Background: an optimization exercise with open tools, aiming at small area. Do not read the settings as production practice.
In this exercise RTL edits were held to simulation tests only and were not proved equivalent to the original.

v15:
Design ringSwitch, start of the top module:
module ringSwitch #(
	parameter int InterNodeFifoDepth = 8,
	parameter int IntraNodeFifoDepth = 2
) (
	input  logic                                             clk,
	input  logic                                             reset,
	input  logic [ringPkg::NodeCount*ringPkg::DataWidth-1:0] inject,
	input  logic [ringPkg::NodeCount-1:0]                    injectReceive,
	input  logic [ringPkg::NodeCount-1:0]                    EjectSlotAvail,
	output logic [ringPkg::NodeCount*ringPkg::DataWidth-1:0] eject,
	output logic [ringPkg::NodeCount-1:0]                    ejectSend,
	output logic [ringPkg::NodeCount-1:0]                    InjectSlotAvail,
	output logic [ringPkg::NodeCount*ringPkg::UtilWidth-1:0] ClockwiseUtil,
	output logic [ringPkg::NodeCount*ringPkg::UtilWidth-1:0] CounterClockwiseUtil,
	output logic [ringPkg::NodeCount*ringPkg::UtilWidth-1:0] InjectUtil
);
==> flow/config.mk <==
export PLATFORM = sky130hd
export DESIGN_NAME = ringSwitch
export DESIGN_NICKNAME = ringSwitch
export VERILOG_FILES = /design/flow/design.v
export SDC_FILE = /design/flow/constraint.sdc
export NUM_CORES = 4
export LEC_CHECK = 0
export CAP_MARGIN = 20
export CORE_MARGIN = 2
export CORE_UTILIZATION = 60
export SLEW_MARGIN = 20
==> flow/constraint.sdc <==
create_clock -name core_clock -period 8.0 [get_ports {clk}]
set_input_delay 1.6000 -clock core_clock [delete_from_list [all_inputs] [get_ports {clk}]]
set_output_delay 1.6000 -clock core_clock [all_outputs]
set_load 0.01 [all_outputs]
standard.sh (not shown) runs the stock make flow with config.mk's settings and CLKGATE_MAP_FILE= SYNTH_SCRIPT=/design/flow/synth_recipe.tcl, a recipe that flattens the netlist after the stock synthesis.
==> flow/flow/run.sh <==
#!/bin/bash
# Own layout flow: the standard flow (standard.sh, unchanged synthesis),
# with small port buffers, the resizer kept to small drive strengths after
# synthesis, and a clock tree without dummy loads built from clkbuf_8 leaf
# clusters. Each tool's output goes to a log file here (standard.log, and
# ORFS's per-step logs under orfs/logs).
set -euo pipefail
here="$(pwd)"
export BUFFER_PORTS_ARGS="-buffer_cell sky130_fd_sc_hd__buf_1"
export CTS_ARGS="-sink_clustering_enable -repair_clock_nets -dont_use_dummy_load -buf_list sky130_fd_sc_hd__clkbuf_8 -sink_clustering_size 12 -sink_clustering_max_diameter 60"
for step in GLOBAL_PLACE RESIZE REPAIR_TIMING_POST_PLACE CTS GLOBAL_ROUTE; do
  export PRE_${step}_TCL="$here/flow/dontuse.tcl"
done
bash standard.sh > standard.log 2>&1 || { tail -50 standard.log; exit 1; }
tail -5 standard.log
==> flow/flow/dontuse.tcl <==
set big {}
foreach lc [get_lib_cells sky130_fd_sc_hd__*] {
  set n [get_name $lc]
  if {[string match *clkbuf* $n]} continue
  if {[regexp {_(4|6|8|12|16)$} $n]} { lappend big $n }
}
set_dont_use $big
puts "dontuse.tcl: [llength $big] cells of drive 4 and up set dont_use"
v15 completed; timing, DRC and antenna clean
The inputs of v34 differ from those of v15 as listed below.
# v15
export LEC_CHECK = 0
export CAP_MARGIN = 20
export CORE_MARGIN = 2
export CORE_UTILIZATION = 60
export SLEW_MARGIN = 20
create_clock -name core_clock -period 8.0 [get_ports {clk}]
# v34
export LEC_CHECK = 0
export CAP_MARGIN = 20
export CORE_MARGIN = 2
export CORE_UTILIZATION = 62
export SLEW_MARGIN = 20
create_clock -name core_clock -period 8.0 [get_ports {clk}]
==> flow/flow/run.sh <==
#!/bin/bash
# Own layout flow: the standard flow (standard.sh, unchanged synthesis),
# with smaller port buffers and a clock tree without dummy loads, built
# from clkbuf_8 leaf clusters. Each tool's output goes to a log file here.
set -euo pipefail
export BUFFER_PORTS_ARGS="-buffer_cell sky130_fd_sc_hd__buf_1"
export CTS_ARGS="-sink_clustering_enable -repair_clock_nets -dont_use_dummy_load -buf_list sky130_fd_sc_hd__clkbuf_8 -sink_clustering_size 12 -sink_clustering_max_diameter 60"
bash standard.sh > standard.log 2>&1 || { tail -50 standard.log; exit 1; }
tail -5 standard.log
removed: flow/flow/dontuse.tcl
==> comparison <==
v15 reports its end point of the critical path as eject[96] while v34 reports eject[60].
Diff v15 -> v34: largest net degree at the start of global routing climbed about 180%; post-synthesis area per instance barely changed; portion of the clock cycle consumed by the worst path in the final layout dropped 2.5 points; clock period minus final worst setup slack dropped 0.20 ns.

re-timing with driven ports:
Ports are ideal in the flow. The routed layouts listed here were re-timed in OpenROAD. Step 1, drivers: a clkbuf_16 drives clk and a buf_2 each remaining input, both assumed. Step 2 times the ports against the registers' clock, not the clock port: input delays grow and output delays shrink by t, the midpoint of the rising clock arrivals with the driver on. Three values: ideal ports, drivers, drivers and shift; two values: the first two.
run	shift t [ns]	setup slack, ns	hold slack, ns	worst slew at a driven data input, ns	cell pins on the clock port's net
v15	1.177	2.231 / 2.132 / 3.059	0.449 / 0.449 / 0.449	0.19	1
v34	1.200	2.431 / 2.335 / 2.877	0.447 / 0.447 / 0.447	0.20	1
After both steps setup and hold are still met in every run listed.
